This design comes from an exercise in tuning for small area on the open sky130 flow, not from production work. Only simulation tests tie the RTL to the original design; equivalence was not proved. No activity file was given, so power comes from the tool's default toggle rates. No driver is modelled on the clock port, so clocking that relies on it looks cheaper here than on a real chip.

`design/flow/config.mk`:
```
export PLATFORM = sky130hd
export DESIGN_NAME = top_mdio_slave
export DESIGN_NICKNAME = top_mdio_slave
export VERILOG_FILES = /design/flow/design.v
export SDC_FILE = /design/flow/constraint.sdc
export NUM_CORES = 4
export LEC_CHECK = 0
export CAP_MARGIN = 20
export CORE_MARGIN = 2
export CORE_UTILIZATION = 40
export CTS_BUF_LIST = sky130_fd_sc_hd__clkbuf_16
export CTS_CLUSTER_DIAMETER = 90
export CTS_CLUSTER_SIZE = 32
export SLEW_MARGIN = 20
```
`design/flow/constraint.sdc`:
```
create_clock -name core_clock -period 10.0 [get_ports {mdc}]
set_input_delay 2.0000 -clock core_clock [delete_from_list [all_inputs] [get_ports {mdc}]]
set_output_delay 2.0000 -clock core_clock [all_outputs]
set_load 0.01 [all_outputs]
```
`design/flow/design.v`:
```
package mdio_pkg;
   typedef logic [5-1:0] mdio_addr_t;    
   typedef logic [16-1:0] mdio_word_t;    
   typedef enum logic [1:0]
   {
      op_write = 2'b01,
      op_read  = 2'b10
   } mdio_op_t;
   typedef struct packed
   {
      mdio_addr_t addr;     
      mdio_word_t data;     
   } mdio_reg_req_t;
endpackage
`timescale 1ns/1ps
module top_mdio_slave
(
   input  logic       mdc,
   input  logic       reset,
   input  logic       mdio,           
   input  logic [4:0] dev_addr,       
   output logic       mdio_data,      
   output logic       mdio_enable     
);
   localparam logic [15:0] ctrl_def = 16'h1140;
   localparam logic [15:0] id1      = 16'h2a5c;
   localparam logic [15:0] id2      = 16'h3e91;
   logic       pa;             
   logic       fr;             
   logic [4:0] cnt;
   logic       opb;            
   logic       mis;            
   logic [4:0] addr;           
   logic [3:0] ph;             
   logic [3:0] cap;            
   logic       en;
   always_ff @(posedge mdc or posedge reset)
   begin
      if (reset)
      begin
         pa <= 1'b0;
         fr <= 1'b0;
         en <= 1'b0;
         ph <= 4'd5;
      end
      else
      begin
         ph <= ph + 4'd1;
         en <= fr && !opb && (cnt >= 5'd14) && (cnt != 5'd31);
         if (!fr)
         begin
            if (mdio)
               pa <= 1'b1;
            else
            begin
               pa <= 1'b0;
               if (pa && cnt == 5'd31)
                  fr <= 1'b1;
            end
         end
         else
         begin
            case (cnt)
               5'd0:  if (!mdio) fr <= 1'b0;
               5'd2:  if (mdio == opb) fr <= 1'b0;
               5'd12: if (mis) fr <= 1'b0;
               5'd13: if (!mdio) fr <= 1'b0;
               5'd14: if (opb && mdio) fr <= 1'b0;
               5'd31: fr <= 1'b0;
               default: ;
            endcase
         end
      end
   end
   logic [7:0] dv;
   assign dv = {dev_addr[0], dev_addr[1], dev_addr[2], dev_addr[3], dev_addr[4], 3'b000};
   always_ff @(posedge mdc)
   begin
      if (!fr)
      begin
         if (!pa)
            cnt <= '0;
         else if (!mdio)
            cnt <= '0;
         else if (cnt != 5'd31)
            cnt <= cnt + 5'd1;
      end
      else
         cnt <= cnt + 5'd1;
      if (fr && (cnt == 5'd1 || cnt == 5'd2))
         opb <= mdio;
      if (fr && cnt >= 5'd3 && cnt <= 5'd7)
         mis <= ((cnt == 5'd3) ? 1'b0 : mis) | (mdio ^ dv[cnt[2:0]]);
      else if (fr && cnt == 5'd15)
         mis <= (addr == 5'd0) && mdio;         
      if (fr && cnt >= 5'd8 && cnt <= 5'd12)
         addr <= {addr[3:0], mdio};
      if (fr && cnt == 5'd11)
         cap <= ph;
   end
   logic win, mclr;
   logic wr_go, clr_go;
   assign wr_go  = fr && opb && ((cnt == 5'd14 && !mdio) || (cnt >= 5'd15 && cnt <= 5'd29));
   assign clr_go = fr && opb && ((cnt == 5'd15 && addr == 5'd0 && mdio) ||
                                 (cnt >= 5'd16 && cnt <= 5'd30 && mis));
   always_ff @(posedge mdc or posedge reset)
   begin
      if (reset)
      begin
         win  <= 1'b1;
         mclr <= 1'b1;
      end
      else if (ph == 4'd4)
      begin
         win  <= wr_go || clr_go;
         mclr <= clr_go;
      end
   end
   logic [14:0] dl;
   logic [15:0] taps;
   logic        dbit;
   logic        x;
   always_ff @(posedge mdc)
      dl <= {dl[13:0], opb ? mdio : x};
   assign taps = {dl, mdio};
   logic [15:0] tperm;
   logic [15:0] crot;
   genvar k;
   generate
      for (k = 0; k < 16; k++)
      begin : g_perm
         assign tperm[k] = taps[(17 - k) % 16];
         assign crot[k]  = ctrl_def[(20 - k) % 16];
      end
   endgenerate
   assign dbit = tperm[cap];
   logic [31:0][15:0] s;
   logic [31:0][3:0]  tq;        
   logic [31:0]       tsel;
   genvar r;
   generate
      for (r = 0; r < 32; r++)
      begin : g_reg
         if (r == 2 || r == 3)
         begin : g_id
            assign s[r]  = '0;
            assign tsel[r] = tsel[r - 2];
         end
         else
         begin : g_ring
            logic wsel, wbit;
            assign wsel = win && (mclr || addr == 5'(r));
            if (r == 0)
               assign wbit = mclr ? crot[ph] : dbit;
            else
               assign wbit = !mclr && dbit;
            always_ff @(posedge mdc)
               s[r] <= {s[r][14:0], wsel ? wbit : s[r][15]};
            assign tq[r]   = {s[r][11], s[r][7], s[r][3], s[r][15]};
            assign tsel[r] = tq[r][cap[3:2]];
         end
      end
   endgenerate
   logic y;
   logic [3:0] xs;
   assign x  = tsel[addr];
   assign xs = {dl[2:0], x};
   assign y  = xs[cap[1:0]];
   logic idb;
   assign idb = addr[0] ? id2[~cnt[3:0]] : id1[~cnt[3:0]];
   assign mdio_data   = cnt[4] && ((addr[4:1] == 4'd1) ? idb : y);
   assign mdio_enable = en;
endmodule
```
`design/flow/run.sh`:
```
#!/bin/bash
# synth_recipe.tcl (not shown) runs the flow's synth.tcl, then flattens the netlist and writes it again
# the make line also repeats each setting of config.mk as NAME=value (left out here)
make -C /OpenROAD-flow-scripts/flow DESIGN_CONFIG=/design/flow/config.mk WORK_HOME=/design/flow/orfs CLKGATE_MAP_FILE= SYNTH_SCRIPT=/design/flow/synth_recipe.tcl finish
```
==> impl_metrics.tcl, run 1 <==
set metrics [dict create \
    clkSlewWorstSetupHoldPaths_ns 0.11 \
    final-hold-violation-count 0 \
    cp-startpoint "cap[3]$_DFFE_PP_" \
    synth_warnings 11 \
    ys_ff_latch 520 \
    wl_um 20900 \
    rsz0062_at_grt "no" \
    worstMarginPinSlew_ns 0.873 \
    num_io_pins 10 \
    die_h_um 186 \
    ctsLongestPathBuffers 3 \
    p_leak_nw 5.39 \
    drive_above_1_share_pct 6.72 \
    layout_worst_path_cycle_share_pct 61.7 \
    final_common_cell "dfxtp_1" \
    cp-end-kind "output pin" \
    holdCritPathClass "reg -> reg" \
    first_pass_iters 5 \
    cts_tree "done" \
    area_growth_pct 8.07 \
    critPathMaxFanout 28 \
    cts_resized 0 \
    netlist_instances 887 \
    hold_buffers 0 \
    max_slew_margin_pct 41.3 \
    core_um2 32700 \
    startpoint_type "flip-flop" \
    fin_crit_ns 6.17 \
    drt_iter0_drc 368 \
    status "no timing/DRC/antenna violations" \
    tns_ns 0 \
    r2r_end "dl[0]$_DFF_P_" \
    yosysTopAreaCell "dfxtp_1" \
    worst-setup-path-type "reg -> out" \
    initial_core_util_pct 40.7 \
    synth_cell_type_count 54 \
    ir_drop_uv 130 \
    setup_violations 0 \
    grt_pass1_wl_um 33300 \
    cts_setup_buffers 0 \
    wl_per_cell_um 15.6 \
    whs_ns 0.320 \
    ff2ff_setup_slack_ns 6.95 \
    die_x_um 186 \
    post_drt_via_cell_ratio 4.61 \
    hp-start "s[217]$_DFF_P_" \
    p_total_mw 3.06 \
    p_per_area_nw_per_um2 213 \
    io_buffers 9 \
    grt_max_degree 35 \
    cts-root-buf "clkbuf_16" \
    critPathCapture "mdio_data" \
    hpwl_um 14100 \
    nets 907 \
    grt-ovfl-total 0 \
    syn_avg_cell_area_um2 15.0 \
    fin_worst_skew_ns 0.0229 \
    post-route-util_pct 44.0 \
    grtUsageTotal_pct 12.0 \
    ys_top_cells_by_area "dfxtp_1 (74%), mux4_2 (3.7%), edfxtp_1 (3.6%)" \
    ys.flop_type "dfxtp_1" \
    num_vias 6159 \
    r2r_cells 7 \
    maxCapViolations 0 \
    crit_required_ns 8.00 \
    synth_edf_count 16 \
    seq_area_frac_synth_pct 79.7 \
    grt_pass1_vias 5931 \
    drc_errors 0 \
    cts_sinks 520 \
    final_cell_mix "dfxtp_1 (495), nor2_1 (52), o21ai_0 (35)" \
    clkLatencyLatePin_ns 0.55 \
    synth_nets 907 \
    async_flop_share_pct 1.73 \
    critical_path_arrival_ns 4.17 \
    h-tree-depth 1 \
    cts_buffers 20 \
    max_freq_mhz 162 \
    netlist_area_um2 13300 \
    synth_top_cell_area_share_pct 74.4 \
    slew_violations 0 \
    gp_congestion 0.839 \
    antenna_found_initial 0 \
    reg2reg_from "cap[3]$_DFFE_PP_" \
    ant_nets 0 \
    diodes 0 \
    num_rows 66 \
    dieArea_um2 34800 \
]
==> synthesized netlist by cell type, drive strengths merged (13+ instances only) <==
master / n
mux2i: 18
nand2: 33
o21ai: 36
nor2: 52
edfxtp: 16
nor3: 15
clkbuf: 20
nand3: 13
buf: 14
dfxtp: 495
mux4: 26
a22o: 34
==> through the flow <==
step,setup WS [ns],cells,area (µm²)
6_report,3.83,1335,14400
2_1_floorplan,5.87,887,13300
3_5_place_dp,4.13,1306,13800
4_1_cts,3.52,1334,14400
3_3_place_gp,4.17,1306,13800
5_1_grt,3.64,1335,14400
==> critical path: stages (launching register included) <==
cell,delay (ns)
edfxtp_1,0.80
buf_4,0.50
mux4_1,0.26
o21ai_1,0.08
or4_1,0.53
or4_1,0.45
o311a_1,0.17
a41oi_2,0.25
clkdlybuf4s50_1,0.57
==> sequential cells by signal, indices dropped and copies added (netlist names) <==
signal  cells
mis         1
cap         4
s         480
fr          1
pa          1
opb         1
win         1
addr        5
mclr        1
en          1
ph          4
cnt         5
dl         15
==> power by group <==
part / switching, mW / internal, mW
clock network: 0.577 / 0.389
logic: 0.00518 / 0.00644
registers: 0.00229 / 2.08
total: 0.584 / 2.48
==> kinds of logic after synthesis <==
kind of cell,Yosys count,synth area share (%)
buffers and inverters,42,1.48
xor gates and xnor gates,6,0.395
DFF,520,79.7
muxes,48,6.20
AOI/OAI and AO/OA,112,5.86
and+or+nand+nor,147,5.20
adders and majority gates,12,1.13
==> final cells by class <==
cell class | instances | area (µm²)
multi-input combinational | 325 | 2500
inverter | 8 | 30.0
clock buffer | 21 | 526
fill | 2973 | 18300
sequential | 520 | 10600
tap | 442 | 553
clock inverter | 7 | 43.8
timing repair buffer | 12 | 120
==> metal layers <==
| metal | share of wire (%) | global-route usage [%] | up-vias |
|---|---|---|---|
| li1 | - | - | 3022 |
| met1 | 52 | 17.8 | 3005 |
| met2 | 43 | 18.4 | 105 |
| met3 | 3.5 | 1.69 | 27 |
| met4 | 1.9 | 3.24 | 0 |
| met5 | 0 | 0 | - |
==> worst min-delay path by stage <==
stage                      to  depth (start not counted)
2_1_floorplan  s[101]$_DFF_P_                          0
3_3_place_gp   s[281]$_DFF_P_                          0
3_5_place_dp   s[233]$_DFF_P_                          0
4_1_cts        s[346]$_DFF_P_                          0
5_1_grt         s[10]$_DFF_P_                          0
6_report       s[218]$_DFF_P_                          0
==> run 2, diff against run 1 <==
--- a/design/flow/config.mk
+++ b/design/flow/config.mk
@@ -7,8 +7,8 @@
 export LEC_CHECK = 0
 export CAP_MARGIN = 20
 export CORE_MARGIN = 2
-export CORE_UTILIZATION = 40
+export CORE_UTILIZATION = 60
 export CTS_BUF_LIST = sky130_fd_sc_hd__clkbuf_16
-export CTS_CLUSTER_DIAMETER = 90
-export CTS_CLUSTER_SIZE = 32
+export CTS_CLUSTER_DIAMETER = 70
+export CTS_CLUSTER_SIZE = 30
 export SLEW_MARGIN = 20
==> run 2 against run 1 <==
  * Still clean on timing, DRC and antenna
  * Wire length rose by 4.5%
  * Cell area fell by 1.5%
  * Total power barely moved
  * Global-route usage rose by 6.7 points
  * Flip-flop and latch count did not move
  * Critical path depth did not move
  * Fmax rose by 2.1%
  * Worst setup slack improved by 0.13 ns
  * Register-to-register slack improved by 0.15 ns
  * Die area fell by 33%
  * Highest routed layer unchanged
==> impl_metrics.tcl, run 2 <==
set metrics [dict create \
    regMostFlops "s" \
    slew_violations 0 \
    drc_errors 0 \
    drive_above_1_share_pct 6.61 \
    ys.flop_type "dfxtp_1" \
    dieArea_um2 23400 \
    synth_cell_type_count 54 \
    r2r_end "dl[0]$_DFF_P_" \
    fin_worst_skew_ns 0.0226 \
    nets 907 \
    core_um2 21800 \
    p_total_mw 3.06 \
    critPathMaxFanout 26 \
    synth_warnings 11 \
    post_drt_via_cell_ratio 5.32 \
    timing.final.ws_setup_ns 3.96 \
    reg2reg_from "cap[2]$_DFFE_PP_" \
    num_vias 6232 \
    ir_drop_uv 170 \
    cts-root-buf "clkbuf_16" \
    rsz0062_at_grt "no" \
    drt_iter0_drc 311 \
    final_cell_mix "dfxtp_1 (495), nor2_1 (52), o21ai_0 (35)" \
    cts_buffers 21 \
    netlist_instances 887 \
    fill_cells 1563 \
    r2r_cells 7 \
    seq_area_frac_synth_pct 79.7 \
    place_area_um2 13600 \
    netlist_area_um2 13300 \
    startpoint_type "flip-flop" \
    ys_top_cells_by_area "dfxtp_1 (74%), mux4_2 (3.7%), edfxtp_1 (3.6%)" \
    ant_nets 0 \
    m1WireLength_um 11100 \
    grt_pass1_vias 6086 \
    yosysTopAreaCell "dfxtp_1" \
    synth_edf_count 16 \
    worst-setup-path-type "reg -> out" \
    max_slew_margin_pct 27.5 \
    layout_worst_path_cycle_share_pct 60.4 \
    route.met2.wl_um 9440 \
    cts_tree "done" \
    diodes 0 \
    cts_sinks 520 \
    die_x_um 153 \
    crit_required_ns 8.00 \
    grt_pass1_wl_um 34300 \
    cts_resized 0 \
    wl_met3_um 956 \
    largest_register_ffs 480 \
    gp_congestion 0.908 \
    p_leak_nw 5.38 \
    max_freq_mhz 165 \
    cts_setup_buffers 0 \
    h-tree-depth 1 \
    async_flop_share_pct 1.73 \
    cp-end-kind "output pin" \
    num_rows 54 \
    grt_max_degree 42 \
    first_pass_iters 5 \
    hp-start "s[96]$_DFF_P_" \
    ff2ff_setup_slack_ns 7.10 \
    reg_top3 "s: 480 flops, dl: 15 flops" \
    syn_avg_cell_area_um2 15.0 \
    worstMarginPinSlew_ns 1.08 \
    area_growth_pct 6.45 \
    fin_area_um2 14200 \
    die_h_um 153 \
    num_io_pins 10 \
    ys_ff_latch 520 \
    ys_top_cells_by_count "dfxtp_1 (495), nor2_1 (52), o21ai_0 (35), a22o_1 (34), nand2_1 (33)" \
    synth_nets 907 \
    ctsLongestPathBuffers 3 \
    holdPathStages 0 \
    wl_um 21800 \
    critical_path_arrival_ns 4.04 \
    clkSlewWorstSetupHoldPaths_ns 0.10 \
    clkLatencyLatePin_ns 0.55 \
    antenna_found_initial 1 \
    setup_violations 0 \
    post-route-util_pct 65.0 \
    io_buffers 9 \
    final_common_cell "dfxtp_1" \
    final-hold-violation-count 0 \
    initial_core_util_pct 61.0 \
    p_per_area_nw_per_um2 216 \
    wl_per_cell_um 18.6 \
    fin_crit_ns 6.04 \
    hpwl_um 14400 \
    status "no timing/DRC/antenna violations" \
    highest_layer "met4" \
    maxCapViolations 0 \
    dp_slack_ns 4.50 \
    hold_buffers 0 \
    grt-ovfl-total 0 \
    post-synth-top-count-cell "dfxtp_1" \
    tns_ns 0 \
    grtUsageTotal_pct 18.6 \
    min_to "s[97]$_DFF_P_" \
    synth_top_cell_area_share_pct 74.4 \
    holdCritPathClass "reg -> reg" \
]
## run 2: changes by cell type in the layout (fill, tap and decap cells not counted), sizes merged
cell | before | now
buf | 3 | 2
## run 2: cells by family (layout without fill, tap and decap cells)
family / Yosys count / after routing / share of synthesized area (%)
compound gates: 112 / 112 / 5.86
xor+xnor: 6 / 6 / 0.395
fa+ha+maj: 12 / 12 / 1.13
buf+inv: 42 / 47 / 1.48
flops: 520 / 520 / 79.7
mux: 48 / 48 / 6.20
simple gates: 147 / 147 / 5.20
## run 2: how the worst max path moves through the flow
stage	from	to	slack (ns)	cells past startpoint
6_report	cap[2]$_DFFE_PP_	mdio_data	3.96	8
5_1_grt	cap[2]$_DFFE_PP_	mdio_data	3.71	8
4_1_cts	cap[2]$_DFFE_PP_	mdio_data	3.88	8
3_5_place_dp	cap[2]$_DFFE_PP_	mdio_data	4.50	8
3_3_place_gp	cap[2]$_DFFE_PP_	mdio_data	4.58	8
2_1_floorplan	cap[2]$_DFFE_PP_	mdio_data	5.87	7
## run 2: power breakdown
part	internal, mW	switching [mW]	total, mW	leakage, nW
combinational	0.00653	0.00588	0.0124	0.837
sequential	2.08	0.00250	2.08	4.25
clock	0.389	0.579	0.967	0.292
## run 2: final cells by class
class,instances,area [µm²],share of cell area [%]
multi-input cells,325,2500,17.6
repair buffers,11,105,0.741
clock inverters,7,46.3,0.326
well taps,280,350,2.47
flip-flops and latches,520,10600,74.9
inverters,8,30.0,0.212
clock buffers,21,526,3.71
## run 2: critical path, cell delays in order (launching register included)
cell and delay (ns):
edfxtp_1 0.67, buf_4 0.47, mux4_1 0.31, o21ai_1 0.07, or4_1 0.51, or4_1 0.45
o311a_1 0.20, a41oi_2 0.24, clkdlybuf4s50_1 0.56
## run 2: routing by layer
metal	up-vias	GRT usage, %
li1	3016	-
met1	3033	28.7
met2	152	28.1
met3	31	3.06
met4	0	4.23
met5	-	0
## run 2: through the flow
| stage | hold WS (ns) | std cells |
|---|---|---|
| 4_1_cts | 0.323 | 1172 |
| 3_3_place_gp | 0.310 | 1144 |
| 5_1_grt | 0.327 | 1172 |
| 3_5_place_dp | 0.312 | 1144 |
| 2_1_floorplan | 0.310 | 887 |
| 6_report | 0.323 | 1172 |
==> run 3, diff against run 2 <==
--- a/design/flow/design.v
+++ b/design/flow/design.v
@@ -137,6 +137,15 @@
    logic [31:0][15:0] s;
    logic [31:0][3:0]  tq;        
    logic [31:0]       tsel;
+   logic [3:0]        gsel;      
+   logic [31:0]       rsel;      
+   always_comb
+   begin
+      for (int i = 0; i < 4; i++)
+         gsel[i] = cap[3:2] == 2'(i);
+      for (int i = 0; i < 32; i++)
+         rsel[i] = addr == 5'(i);
+   end
    genvar r;
    generate
       for (r = 0; r < 32; r++)
@@ -144,7 +153,7 @@
          if (r == 2 || r == 3)
          begin : g_id
             assign s[r]  = '0;
-            assign tsel[r] = tsel[r - 2];
+            assign tsel[r] = 1'b0;
          end
          else
          begin : g_ring
@@ -157,13 +166,13 @@
             always_ff @(posedge mdc)
                s[r] <= {s[r][14:0], wsel ? wbit : s[r][15]};
             assign tq[r]   = {s[r][11], s[r][7], s[r][3], s[r][15]};
-            assign tsel[r] = tq[r][cap[3:2]];
+            assign tsel[r] = |(tq[r] & gsel);
          end
       end
    endgenerate
    logic y;
    logic [3:0] xs;
-   assign x  = tsel[addr];
+   assign x  = |(tsel & rsel);
    assign xs = {dl[2:0], x};
    assign y  = xs[cap[1:0]];
    logic idb;
==> design/flow/flow/run.sh (new file) <==
#!/bin/bash
set -euo pipefail
export CTS_ARGS="-sink_clustering_enable -repair_clock_nets -sink_clustering_size 20 -sink_clustering_max_diameter 55 -buf_list sky130_fd_sc_hd__clkbuf_8 -dont_use_dummy_load"
export BUFFER_PORTS_ARGS="-buffer_cell sky130_fd_sc_hd__buf_1"
bash standard.sh > standard_flow.log 2>&1
==> design/flow/standard.sh (new file) <==
#!/bin/bash
# synth_recipe.tcl (not shown) runs the flow's synth.tcl, then flattens the netlist and writes it again
# the make line also repeats each setting of config.mk as NAME=value (left out here)
make -C /OpenROAD-flow-scripts/flow DESIGN_CONFIG=/design/flow/config.mk WORK_HOME=/design/flow/orfs CLKGATE_MAP_FILE= SYNTH_SCRIPT=/design/flow/synth_recipe.tcl "${@:-finish}"
--- a/design/flow/config.mk
+++ b/design/flow/config.mk
@@ -8,7 +8,4 @@
 export CAP_MARGIN = 20
 export CORE_MARGIN = 2
 export CORE_UTILIZATION = 60
-export CTS_BUF_LIST = sky130_fd_sc_hd__clkbuf_16
-export CTS_CLUSTER_DIAMETER = 70
-export CTS_CLUSTER_SIZE = 30
 export SLEW_MARGIN = 20
removed: design/flow/run.sh
==> run 3 against run 2 <==
  * Fmax is 1.9% higher
  * Largest power group unchanged
  * Synthesized cell count shrank 2.7%
  * First-iteration DRC count decreased by 6.4%
  * Highest routed layer unchanged
==> impl_metrics.tcl, run 3 <==
set metrics [dict create \
    post_drt_via_cell_ratio 5.29 \
    layout_worst_path_cycle_share_pct 59.3 \
    h-tree-depth 2 \
    synth_compound_area_share_pct 5.84 \
    ys_top_cells_by_area "dfxtp_1 (75%), mux4_2 (5.1%), edfxtp_1 (3.6%)" \
    crit_required_ns 8.00 \
    ys.flop_type "dfxtp_1" \
    r2r_cells 7 \
    fill_cells 1568 \
    comb_power_share_pct 0.3 \
    largest_register_ffs 480 \
    r2r_end "dl[0]$_DFF_P_" \
    worst-setup-path-type "reg -> out" \
    dieArea_um2 23300 \
    synth_cell_type_count 55 \
    path_cells "buf_4 -> mux4_2 -> a22oi_1 -> nor2_1 -> nor3b_1 -> nand4_1 -> o221a_1 -> buf_1" \
    worst-path-buf-inv 2 \
    p_per_area_nw_per_um2 213 \
    worstMarginPinSlew_ns 0.952 \
    synth_warnings 3 \
    regMostFlops "s" \
    gp_congestion 0.812 \
    synth_edf_count 16 \
    slew_violations 0 \
    fin_cells 1156 \
    grt_pass1_vias 6153 \
    ys_ff_latch 520 \
    grt_max_degree 36 \
    clkLatencyLatePin_ns 0.56 \
    grtUsageTotal_pct 18.5 \
    ctsLongestPathBuffers 3 \
    fin_worst_skew_ns 0.0562 \
    final_common_cell "dfxtp_1" \
    grt_pass1_wl_um 33700 \
    swShare_pct 19.2 \
    clkSlewWorstSetupHoldPaths_ns 0.11 \
    hold_buffers 0 \
    seq_area_frac_synth_pct 80.2 \
    synth_nets 883 \
    reg_top3 "s: 480 flops, dl: 15 flops" \
    p_clk_share_pct 29.6 \
    ir_drop_uv 131 \
    drive_above_1_share_pct 9.59 \
    synth_top_family_by_area "multiplexers" \
    initial_core_util_pct 60.9 \
    ff2ff_setup_slack_ns 6.60 \
    place_area_um2 13500 \
    fin_crit_ns 5.93 \
    whs_ns 0.298 \
    drt_iter0_drc 291 \
    netlist_area_um2 13200 \
    switchingPower_mw 0.573 \
    io_buffers 9 \
    p_leak_nw 5.39 \
    dp.cells 1121 \
    reg2reg_from "cap[2]$_DFFE_PP_" \
    cts_tree "done" \
    post-synth-top-count-cell "dfxtp_1" \
    seq_power_share_pct 70.0 \
    cts-root-buf "clkbuf_8" \
    timing.final.ws_setup_ns 4.07 \
    status "no timing/DRC/antenna violations" \
    grt-ovfl-total 0 \
    final_cell_mix "dfxtp_1 (495), nor2_1 (45), o21ai_0 (35), clkbuf_8 (35), a22o_1 (33)" \
    cts_sinks 520 \
    cellInternalPower_mw 2.40 \
    num_rows 54 \
    first_pass_iters 5 \
    cts_buffers 35 \
    ys_top_cells_by_count "dfxtp_1 (495), nor2_1 (45), o21ai_0 (35), a22o_1 (33), mux4_2 (30)" \
    ant_nets 0 \
    cpMaxStageDelayCell "edfxtp_1" \
    drc_errors 0 \
    nets 898 \
    post-route-util_pct 64.3 \
    synthAdderAreaFrac_pct 1.13 \
    syn_avg_cell_area_um2 15.4 \
    dp_slack_ns 4.51 \
    antenna_found_initial 0 \
    num_vias 6110 \
    synth_simple_gate_area_share_pct 4.67 \
    core_um2 21800 \
    die_x_um 153 \
    area_growth_pct 5.57 \
    tns_ns 0 \
    yosysTopAreaCell "dfxtp_1" \
    cp-end-kind "output pin" \
    crit_family "flip-flops" \
    rsz0062_at_grt "no" \
    cp-startpoint "cap[2]$_DFFE_PP_" \
    fin_area_um2 14000 \
    synth_top_cell_area_share_pct 74.8 \
    maxCapViolations 0 \
    critPathCapture "mdio_data" \
    num_io_pins 10 \
    holdCritPathClass "reg -> reg" \
    critPathMaxFanout 21 \
    cts_setup_buffers 0 \
    synthMuxAreaShare_pct 6.40 \
    wl_um 21200 \
    final-hold-violation-count 0 \
    max_slew_margin_pct 36.5 \
    critPathMaxStageDelay_ns 0.98 \
    critical_path_arrival_ns 3.93 \
    cts_resized 0 \
    synth_xor_area_share_pct 0.264 \
    setup_violations 0 \
    cp.depth 8 \
    die_h_um 153 \
    hpwl_um 13700 \
    diodes 0 \
    startpoint_type "flip-flop" \
    max_freq_mhz 169 \
    p_total_mw 2.98 \
    wl_per_cell_um 18.4 \
    netlist_instances 863 \
    async_flop_share_pct 1.73 \
]
## run 3: cell types whose count changed after synthesis, moves of 4 or more
| cell | previous run | this run |
|---|---|---|
| nor2_1 | 52 | 45 |
| nand2_1 | 33 | 24 |
| a221oi_1 | 0 | 4 |
| mux2i_1 | 18 | 9 |
| nor3_1 | 15 | 6 |
| mux4_2 | 22 | 30 |
| mux4_1 | 4 | 0 |
| nor2b_1 | 8 | 2 |
| clkbuf_1 | 20 | 25 |
## run 3: cell families after synthesis
| logic type | Yosys count |
|---|---|
| fa+ha+maj | 12 |
| flops | 520 |
| xor+xnor | 4 |
| compound gates | 112 |
| mux | 46 |
| simple gates | 123 |
| buf+inv | 46 |
## run 3: cell type report
| cell class | instances | area [µm²] | share of cell area [%] |
|---|---|---|---|
| Tap cell | 280 | 350 | 2.50 |
| Sequential cell | 520 | 10600 | 75.9 |
| Multi-Input combinational cell | 297 | 2430 | 17.3 |
| Clock buffer | 35 | 482 | 3.44 |
| Timing Repair Buffer | 14 | 71.3 | 0.510 |
| Inverter | 10 | 37.5 | 0.268 |
## run 3: layer usage
layer	vias to the layer above	track usage (%)	wire length [µm]
met5	-	0	0
met4	0	5.78	424
met1	2977	28.3	10800
met2	138	27.3	9140
li1	2954	-	-
met3	41	3.10	913
## run 3: worst min path at each step
stage,start,to,slack (ns),cells past startpoint
3_5_place_dp,s[210]$_DFF_P_,s[211]$_DFF_P_,0.31,0
4_1_cts,s[321]$_DFF_P_,s[322]$_DFF_P_,0.30,0
3_3_place_gp,s[180]$_DFF_P_,s[181]$_DFF_P_,0.31,0
6_report,s[321]$_DFF_P_,s[322]$_DFF_P_,0.30,0
5_1_grt,s[409]$_DFF_P_,s[410]$_DFF_P_,0.30,0
2_1_floorplan,s[100]$_DFF_P_,s[101]$_DFF_P_,0.31,0
## run 3: worst register-to-register path, delay by kind of cell, from the launching register on
family	cells	cell delay (ns)
simple gates	3	0.67
buf+inv	1	0.52
flops	1	0.98
mux	2	0.90
compound gates	1	0.23
## run 3: power groups by stage
stage                     Clock, mW  Sequential (mW)  Combinational, mW
after CTS                     0.911             2.08             0.0100
after global routing          0.988             2.08             0.0112
after global placement            0             2.13            0.00954
final                         0.882             2.08             0.0100
after floorplan                   0             2.13            0.00802
after detailed placement          0             2.13            0.00999
==> run 4, diff against run 3 <==
--- a/design/flow/config.mk
+++ b/design/flow/config.mk
@@ -7,5 +7,5 @@
 export LEC_CHECK = 0
 export CAP_MARGIN = 20
 export CORE_MARGIN = 2
-export CORE_UTILIZATION = 60
+export CORE_UTILIZATION = 50
 export SLEW_MARGIN = 20
==> run 4 against run 3 <==
  * Sequential share of layout area fell by 0.061 points
  * Cell count grew 4.3%
  * Still clean on timing, DRC and antenna
  * Worst hold slack got worse by 0.019 ns
  * Clock power decreased by 5.9%
  * Synthesized cell count is the same
  * Via count grew 0.72%
  * Sequential power is essentially flat
  * Count of clock-buffer cells in the layout decreased by 4
  * Cell area barely moved
  * Largest cell class unchanged
  * Wire length rose by 1.9%
  * Global-route usage decreased by 2.8 points
  * Worst setup slack improved by 0.44 ns
==> impl_metrics.tcl, run 4 <==
set metrics [dict create \
    fin_crit_ns 5.48 \
    max_slew_margin_pct 39.0 \
    whs_ns 0.279 \
    area_growth_pct 5.66 \
    cts_resized 0 \
    num_rows 59 \
    synth_top_cell_area_share_pct 74.8 \
    ys_top_cells_by_area "dfxtp_1 (75%), mux4_2 (5.1%), edfxtp_1 (3.6%)" \
    critical_path_arrival_ns 3.48 \
    die_x_um 167 \
    dieArea_um2 27800 \
    hold_buffers 0 \
    setup_violations 0 \
    gp_congestion 0.880 \
    dp.cells 1175 \
    synth_cell_type_count 55 \
    wl_per_cell_um 17.9 \
    timing.final.ws_setup_ns 4.52 \
    cts_tree "done" \
    grt_pass1_vias 6217 \
    ff2ff_setup_slack_ns 7.14 \
    drt_iter0_drc 434 \
    fin_worst_skew_ns 0.0473 \
    diodes 0 \
    nets 893 \
    max_freq_mhz 182 \
    final-hold-violation-count 0 \
    crit_required_ns 8.00 \
    dp_slack_ns 5.13 \
    largest_register_ffs 480 \
    syn_avg_cell_area_um2 15.4 \
    path_cells "buf_4 -> mux4_2 -> a221oi_1 -> nor3_1 -> nor4_2 -> nand4_1 -> o221a_1 -> buf_1" \
    fin_cells 1206 \
    startpoint_type "flip-flop" \
    fin_area_um2 14000 \
    critPathMaxFanout 19 \
    post-route-util_pct 53.7 \
    num_vias 6154 \
    p_total_mw 2.92 \
    seq_area_frac_synth_pct 80.2 \
    regMostFlops "s" \
    h-tree-depth 1 \
    cpMaxStageDelayCell "edfxtp_1" \
    final_cell_mix "dfxtp_1 (495), nor2_1 (45), o21ai_0 (35)" \
    antenna_found_initial 0 \
    worst-setup-path-type "reg -> out" \
    crit_family "flip-flops" \
    p_per_area_nw_per_um2 209 \
    fill_cells 2105 \
    worstMarginPinSlew_ns 0.912 \
    ant_nets 0 \
    ctsLongestPathBuffers 3 \
    hpwl_um 14300 \
    synth_edf_count 16 \
    yosysTopAreaCell "dfxtp_1" \
    netlist_instances 863 \
    io_buffers 9 \
    rsz0062_at_grt "no" \
    final_common_cell "dfxtp_1" \
    slew_violations 0 \
    core_um2 26100 \
    holdCritPathClass "reg -> reg" \
    wl_um 21600 \
    worst-path-buf-inv 2 \
    cts-root-buf "clkbuf_8" \
    ys_top_cells_by_count "dfxtp_1 (495), nor2_1 (45), o21ai_0 (35), a22o_1 (33), mux4_2 (30)" \
    num_io_pins 10 \
    grt_max_degree 34 \
    synth_warnings 3 \
    tns_ns 0 \
    drive_above_1_share_pct 9.18 \
    reg_top3 "s: 480 flops, dl: 15 flops" \
    clkSlewWorstSetupHoldPaths_ns 0.11 \
    post-synth-top-count-cell "dfxtp_1" \
    cp-end-kind "output pin" \
    status "no timing/DRC/antenna violations" \
    ir_drop_uv 140 \
    p_leak_nw 5.36 \
    die_h_um 167 \
    cts_setup_buffers 0 \
    critPathMaxStageDelay_ns 0.93 \
    cts_buffers 31 \
    place_area_um2 13600 \
    initial_core_util_pct 50.8 \
    layout_worst_path_cycle_share_pct 54.8 \
    post_drt_via_cell_ratio 5.10 \
    netlist_area_um2 13200 \
    clkLatencyLatePin_ns 0.60 \
    ys_ff_latch 520 \
    synth_nets 883 \
    grt-ovfl-total 0 \
    maxCapViolations 0 \
    grtUsageTotal_pct 15.7 \
    drc_errors 0 \
    cts_sinks 520 \
    first_pass_iters 5 \
    async_flop_share_pct 1.73 \
    grt_pass1_wl_um 34500 \
    ys.flop_type "dfxtp_1" \
]
## run 4: metal layers
layer	up-vias	global-route usage [%]	wire, µm	part of all wire [%]
met2	154	23.2	9180	42
met1	3011	23.7	10900	51
li1	2943	-	-	-
met3	46	2.69	992	4.6
met4	0	4.84	524	2.4
met5	-	0	0	0
## run 4: worst reg2reg max path, cell delays in order, from the launching register on
cell and delay [ns]:
edfxtp_1 0.93, buf_4 0.39, mux4_2 0.34, a221oi_1 0.31, nor3_1 0.10, nor4_2 0.14, nand4_1 0.22, mux2_2 0.32
## run 4: worst paths after layout
check                                  from  cells after the start               to
setup / recovery           cap[3]$_DFFE_PP_                      8        mdio_data
hold / removal                 s[1]$_DFF_P_                      0     s[2]$_DFF_P_
setup reg to reg           cap[3]$_DFFE_PP_                      7    dl[0]$_DFF_P_
hold reg to reg                s[1]$_DFF_P_                      0     s[2]$_DFF_P_
max in group asynchronous             reset                      2  win$_DFFE_PP1N_
min in group asynchronous             reset                      2  ph[1]$_DFF_PP0_
## run 4: final cells by class
class                           instances  area (µm²)  area share, %
Sequential cell                       520       10600           75.9
Multi-Input combinational cell        297        2430           17.4
Clock buffer                           31         427           3.05
Tap cell                              335         419           2.99
Timing Repair Buffer                   13        63.8          0.456
Inverter                               10        37.5          0.268
## run 4: cell families after synthesis
group,synth area share [%]
buf+inv,1.53
mux,6.40
simple gates,4.67
flops,80.2
compound gates,5.84
xor+xnor,0.264
fa+ha+maj,1.13
## run 4: report_power, final
| group | leakage [nW] | internal [mW] | switching (mW) |
|---|---|---|---|
| clock | 0.223 | 0.278 | 0.552 |
| sequential | 4.25 | 2.08 | 0.00242 |
| combinational | 0.881 | 0.00454 | 0.00593 |
==> run 5, diff against run 4 <==
==> design/flow/flow/run.sh (replaced) <==
#!/bin/bash
set -euo pipefail
export CTS_ARGS="-sink_clustering_enable -repair_clock_nets -sink_clustering_size 12 -sink_clustering_max_diameter 40 -buf_list sky130_fd_sc_hd__clkbuf_4 -dont_use_dummy_load"
export BUFFER_PORTS_ARGS="-buffer_cell sky130_fd_sc_hd__buf_1"
bash standard.sh > standard_flow.log 2>&1
--- a/design/flow/config.mk
+++ b/design/flow/config.mk
@@ -7,5 +7,5 @@
 export LEC_CHECK = 0
 export CAP_MARGIN = 20
 export CORE_MARGIN = 2
-export CORE_UTILIZATION = 50
+export CORE_UTILIZATION = 60
 export SLEW_MARGIN = 20
==> run 5 against run 4 <==
  * Still clean on timing, DRC and antenna
  * First-iteration DRC count shrank 23%
  * Critical path depth is the same
  * Core utilization grew 10 points
  * Count of clock-buffer cells in the layout grew 22
  * Sequential share of layout area grew 0.49 points
  * Cell count shrank 2.5%
  * Sequential power is essentially flat
  * Die area shrank 16%
  * Largest power group unchanged
==> impl_metrics.tcl, run 5 <==
set metrics [dict create \
    whs_ns 0.284 \
    cts_tree "done" \
    num_vias 6225 \
    worst-path-buf-inv 2 \
    ys.flop_type "dfxtp_1" \
    startpoint_type "flip-flop" \
    ctsLongestPathBuffers 3 \
    area_growth_pct 4.98 \
    cts_buffers 53 \
    critPathMaxFanout 21 \
    synth_top_cell_area_share_pct 74.8 \
    ant_nets 0 \
    syn_avg_cell_area_um2 15.4 \
    post_drt_via_cell_ratio 5.29 \
    grt_pass1_vias 6252 \
    max_slew_margin_pct 37.7 \
    crit_required_ns 8.00 \
    ir_drop_uv 126 \
    worstMarginPinSlew_ns 0.935 \
    place_area_um2 13500 \
    tns_ns 0 \
    hpwl_um 13700 \
    initial_core_util_pct 60.9 \
    synth_warnings 3 \
    slew_violations 0 \
    clkLatencyLatePin_ns 0.70 \
    synth_nets 883 \
    die_x_um 153 \
    grt_pass1_wl_um 33800 \
    comb_power_share_pct 0.3 \
    fin_crit_ns 6.08 \
    ys_top_cells_by_count "dfxtp_1 (495), nor2_1 (45), o21ai_0 (35), a22o_1 (33), mux4_2 (30)" \
    antenna_found_initial 1 \
    layout_worst_path_cycle_share_pct 60.8 \
    cts_sinks 520 \
    ys_ff_latch 520 \
    worst-setup-path-type "reg -> out" \
    wl_um 21200 \
    num_io_pins 10 \
    synth_edf_count 16 \
    clkSlewWorstSetupHoldPaths_ns 0.12 \
    first_pass_iters 5 \
    cts_setup_buffers 0 \
    grtUsageTotal_pct 18.4 \
    cpMaxStageDelayCell "edfxtp_1" \
    critical_path_arrival_ns 4.08 \
    hold_buffers 0 \
    p_leak_nw 5.38 \
    netlist_instances 863 \
    drt_iter0_drc 335 \
    post-synth-top-count-cell "dfxtp_1" \
    cellInternalPower_mw 2.33 \
    final-hold-violation-count 0 \
    final_cell_mix "dfxtp_1 (495), clkbuf_4 (53), nor2_1 (45)" \
    grt_max_degree 36 \
    final_common_cell "dfxtp_1" \
    core_um2 21800 \
    ys_top_cells_by_area "dfxtp_1 (75%), mux4_2 (5.1%), edfxtp_1 (3.6%)" \
    p_clk_share_pct 27.8 \
    status "no timing/DRC/antenna violations" \
    grt-ovfl-total 0 \
    critPathMaxStageDelay_ns 0.97 \
    seq_area_frac_synth_pct 80.2 \
    nets 916 \
    path_cells "buf_4 -> mux4_2 -> a22oi_1 -> nor2_1 -> nor3b_1 -> nand4_1 -> o221a_1 -> buf_1" \
    max_freq_mhz 164 \
    drive_above_1_share_pct 11.4 \
    setup_violations 0 \
    reg_top3 "s: 480 flops, dl: 15 flops" \
    h-tree-depth 2 \
    maxCapViolations 0 \
    fin_worst_skew_ns 0.0847 \
    crit_family "flip-flops" \
    largest_register_ffs 480 \
    p_per_area_nw_per_um2 208 \
    swShare_pct 19.6 \
    die_h_um 153 \
    drc_errors 0 \
    cts-root-buf "clkbuf_4" \
    num_rows 54 \
    io_buffers 9 \
    seq_power_share_pct 71.9 \
    switchingPower_mw 0.569 \
    regMostFlops "s" \
    wl_per_cell_um 18.0 \
    yosysTopAreaCell "dfxtp_1" \
    async_flop_share_pct 1.73 \
    rsz0062_at_grt "no" \
    gp_congestion 0.812 \
    ff2ff_setup_slack_ns 6.54 \
    fin_area_um2 13900 \
    netlist_area_um2 13200 \
    cts_resized 0 \
    cp-end-kind "output pin" \
    holdCritPathClass "reg -> reg" \
    synth_cell_type_count 55 \
    dieArea_um2 23300 \
]
==> run 5: cell count changes in the layout (fill, tap and decap cells not counted), sizes merged <==
cell	previous run	this run
diode	0	2
clkbuf	31	53
buf	13	14
==> run 5: metrics by stage <==
stage          util (%)  worst slack [ns]  cells  total power [mW]
2_1_floorplan         -              5.96    863              2.14
3_3_place_gp       62.1              4.60   1121              2.14
3_5_place_dp       62.1              4.51   1121              2.14
4_1_cts            63.9              3.76   1174              2.93
5_1_grt            63.9              3.68   1176              3.01
6_report           63.9              3.92   1176              2.90
==> run 5: layout make-up <==
type	instances	area (µm²)
multi-input combinational	297	2430
tap	280	350
sequential	520	10600
timing repair buffer	14	71.3
fill	1595	7850
antenna	2	5.00
inverter	10	37.5
clock buffer	53	398
==> run 5: logic make-up after synthesis <==
| family | share of synthesized area [%] |
|---|---|
| compound gates | 5.84 |
| xor+xnor | 0.264 |
| fa+ha+maj | 1.13 |
| buf+inv | 1.53 |
| flops | 80.2 |
| mux | 6.40 |
| simple gates | 4.67 |
==> run 5: metal layers <==
metal / part of all wire, % / global-route usage [%]
met1: 50 / 27.8
met2: 43 / 26.8
met3: 4.9 / 3.92
met4: 2.5 / 6.22
met5: 0 / 0
==> run 5: power by group through the flow <==
stage / Combinational, mW / Clock [mW] / Sequential, mW
after floorplan: 0.00802 / 0 / 2.13
final: 0.0100 / 0.805 / 2.08
after global placement: 0.00954 / 0 / 2.13
after global routing: 0.0113 / 0.916 / 2.09
after detailed placement: 0.00999 / 0 / 2.13
after CTS: 0.0101 / 0.837 / 2.08
==> run 5: worst paths after layout <==
path,start,endpoint,cells past startpoint
setup / recovery,cap[2]$_DFFE_PP_,mdio_data,8
hold / removal,s[462]$_DFF_P_,s[463]$_DFF_P_,0
setup reg to reg,cap[2]$_DFFE_PP_,dl[0]$_DFF_P_,7
hold reg to reg,s[462]$_DFF_P_,s[463]$_DFF_P_,0
max in group asynchronous,reset,win$_DFFE_PP1N_,2
min in group asynchronous,reset,en$_DFF_PP0_,2
==> run 6, diff against run 5 <==
==> design/flow/flow/run.sh (replaced) <==
#!/bin/bash
set -euo pipefail
export CTS_ARGS="-sink_clustering_enable -repair_clock_nets -sink_clustering_size 32 -sink_clustering_max_diameter 90 -buf_list sky130_fd_sc_hd__clkbuf_16 -dont_use_dummy_load"
bash standard.sh > standard_flow.log 2>&1
--- a/design/flow/config.mk
+++ b/design/flow/config.mk
@@ -7,5 +7,8 @@
 export LEC_CHECK = 0
 export CAP_MARGIN = 20
 export CORE_MARGIN = 2
-export CORE_UTILIZATION = 60
+export CORE_UTILIZATION = 40
+export CTS_BUF_LIST = sky130_fd_sc_hd__clkbuf_16
+export CTS_CLUSTER_DIAMETER = 90
+export CTS_CLUSTER_SIZE = 32
 export SLEW_MARGIN = 20
==> run 6 against run 5 <==
  * Wire length down 1.7%
  * Die area up 49%
  * Worst setup slack better by 0.34 ns
  * Cell count up 11%
  * Flip-flop and latch count unchanged
  * Sequential power about the same
  * Non-clock buffer count down 1
  * Largest power group unchanged
  * Still clean on timing, DRC and antenna
  * Cell area up 2.5%
==> impl_metrics.tcl, run 6 <==
set metrics [dict create \
    critPathMaxFanout 36 \
    clkLatencyLatePin_ns 0.54 \
    yosysTopAreaCell "dfxtp_1" \
    cts_tree "done" \
    die_x_um 186 \
    post-route-util_pct 43.8 \
    syn_avg_cell_area_um2 15.4 \
    final_common_cell "dfxtp_1" \
    synth_nets 883 \
    rsz0062_at_grt "no" \
    synth_top_cell_area_share_pct 74.8 \
    layout_worst_path_cycle_share_pct 57.4 \
    crit_required_ns 8.00 \
    first_pass_iters 4 \
    post_drt_via_cell_ratio 4.51 \
    ir_drop_uv 120 \
    worst-setup-path-type "reg -> out" \
    core_um2 32500 \
    hp-start "s[352]$_DFF_P_" \
    seq_area_frac_synth_pct 80.2 \
    max_slew_margin_pct 47.2 \
    wl_per_cell_um 16.0 \
    p_per_area_nw_per_um2 212 \
    drc_errors 0 \
    diodes 0 \
    whs_ns 0.265 \
    grt_pass1_wl_um 32600 \
    dieArea_um2 34600 \
    cp-end-kind "output pin" \
    grt_pass1_vias 5669 \
    reg_top3 "s: 480 flops, dl: 15 flops" \
    synth_edf_count 16 \
    grt-ovfl-total 0 \
    num_vias 5876 \
    holdCritPathClass "reg -> reg" \
    critical_path_arrival_ns 3.74 \
    synth_warnings 3 \
    worstMarginPinSlew_ns 0.786 \
    cts-root-buf "clkbuf_16" \
    num_rows 66 \
    largest_register_ffs 480 \
    netlist_instances 863 \
    clkSlewWorstSetupHoldPaths_ns 0.11 \
    startpoint_type "flip-flop" \
    regMostFlops "s" \
    cts_sinks 520 \
    tns_ns 0 \
    max_freq_mhz 174 \
    gp_congestion 0.818 \
    fin_crit_ns 5.74 \
    h-tree-depth 1 \
    num_io_pins 10 \
    slew_violations 0 \
    reg2reg_from "cap[2]$_DFFE_PP_" \
    final_cell_mix "dfxtp_1 (495), nor2_1 (45), o21ai_0 (35)" \
    fin_worst_skew_ns 0.0566 \
    ys_top_cells_by_count "dfxtp_1 (495), nor2_1 (45), o21ai_0 (35), a22o_1 (33), mux4_2 (30)" \
    area_growth_pct 7.61 \
    final-hold-violation-count 0 \
    drive_above_1_share_pct 7.91 \
    cts_buffers 20 \
    drt_iter0_drc 375 \
    p_leak_nw 5.40 \
    ys_ff_latch 520 \
    grtUsageTotal_pct 12.3 \
    cp-startpoint "cap[2]$_DFFE_PP_" \
    netlist_area_um2 13200 \
    hold_buffers 0 \
    ant_nets 0 \
    setup_violations 0 \
    antenna_found_initial 0 \
    ys.flop_type "dfxtp_1" \
    cts_setup_buffers 0 \
    initial_core_util_pct 40.7 \
    post-synth-top-count-cell "dfxtp_1" \
    ys_top_cells_by_area "dfxtp_1 (75%), mux4_2 (5.1%), edfxtp_1 (3.6%)" \
    fill_cells 2924 \
    grt_max_degree 37 \
    async_flop_share_pct 1.73 \
    nets 882 \
    status "no timing/DRC/antenna violations" \
    hpwl_um 13500 \
    synth_cell_type_count 55 \
    die_h_um 186 \
    ctsLongestPathBuffers 3 \
    maxCapViolations 0 \
    io_buffers 9 \
    cts_resized 0 \
    wl_um 20900 \
]
run 6: cell counts after synthesis:
No cell type changed its count.
run 6: final cells by class:
class	count	area [µm²]	share of cell area, %
clock buffer	20	500	3.51
inverter	10	37.5	0.263
multi-input combinational	297	2430	17.0
sequential	520	10600	74.5
tap	442	553	3.88
timing repair buffer	13	120	0.842
run 6: path summary, 6_finish.rpt:
check | endpoint | slack, ns | cells past startpoint
setup / recovery | mdio_data | 4.26 | 8
hold / removal | s[353]$_DFF_P_ | 0.26 | 0
setup reg to reg | dl[0]$_DFF_P_ | 7.18 | 7
hold reg to reg | s[353]$_DFF_P_ | 0.26 | 0
max in group asynchronous | fr$_DFF_PP0_ | 7.91 | 2
min in group asynchronous | ph[1]$_DFF_PP0_ | 1.75 | 2
run 6: layer usage:
metal / up-vias / share of wire (%) / wire, µm / track usage, %
met5: - / 0 / 0 / 0
met4: 0 / 1.4 / 286 / 3.46
met3: 18 / 4.3 / 890 / 1.84
met2: 80 / 42 / 8750 / 18.4
met1: 2854 / 52 / 10900 / 18.6
li1: 2924 / - / - / -
run 6: through the flow:
stage	instances	power [mW]	instance area (µm²)	setup slack (ns)
global placement	1282	2.14	13800	4.82
CTS	1302	3.05	14300	4.19
detailed placement	1282	2.14	13800	4.80
finish	1302	3.02	14300	4.26
floorplan	863	2.14	13200	5.96
global route	1302	3.12	14300	4.03
run 6: cells by family after synthesis:
kind of cell,share of synthesized area [%]
buf+inv,1.53
fa+ha+maj,1.13
xor+xnor,0.264
mux,6.40
flops,80.2
compound gates,5.84
simple gates,4.67
run 6: critical path, stage by stage (launching register included):
cell and delay (ns):
edfxtp_1 0.34, buf_4 0.55, mux4_2 0.60, a22oi_1 0.21
nor2_1 0.07, nor3b_1 0.36, nand4_1 0.23, o221a_1 0.33
clkdlybuf4s50_1 0.49
run 6: report_power, final:
part           switching (mW)  internal, mW  total [mW]
registers             0.00228          2.08        2.08
logic                 0.00559       0.00621      0.0118
clock network           0.562         0.363       0.925

static timing again, ports no longer ideal:
The results above use ideal ports. As a check the final layouts listed here were re-extracted and re-timed, cells and wires unchanged. Step 1 (the two cells are an assumption about what drives the block):
set clk [get_ports {mdc}]
set_driving_cell -lib_cell sky130_fd_sc_hd__clkbuf_16 $clk
set_driving_cell -lib_cell sky130_fd_sc_hd__buf_2 [delete_from_list [all_inputs] $clk]
Step 2, shift: input delay + t, output delay - t, t = (earliest + latest rising clock arrival at the registers) / 2. This alone moves slack from input paths to output paths. a / b / c = no drivers / after step 1 / after step 2; a / b = the first two.
| run | t, ns | setup slack, ns | hold WS [ns] | slew at the worst register clock pin (ns) | cell pins on the clock port's net |
|---|---|---|---|---|---|
| run 1 | 0.582 | 3.832 / 3.782 / 4.364 | 0.320 / 0.320 / 0.320 | 0.12 / 0.12 | 1 |
| run 2 | 0.587 | 3.958 / 3.910 / 4.497 | 0.323 / 0.323 / 0.323 | 0.11 / 0.11 | 1 |
| run 3 | 0.577 | 4.072 / 4.028 / 4.605 | 0.298 / 0.298 / 0.298 | 0.11 / 0.11 | 1 |
| run 4 | 0.621 | 4.516 / 4.473 / 5.095 | 0.279 / 0.279 / 0.279 | 0.11 / 0.11 | 1 |
| run 5 | 0.699 | 3.915 / 3.876 / 4.575 | 0.284 / 0.284 / 0.284 | 0.12 / 0.12 | 1 |
| run 6 | 0.560 | 4.260 / 4.214 / 4.774 | 0.265 / 0.265 / 0.265 | 0.11 / 0.11 | 1 |
After both steps setup and hold are still met in every run listed.
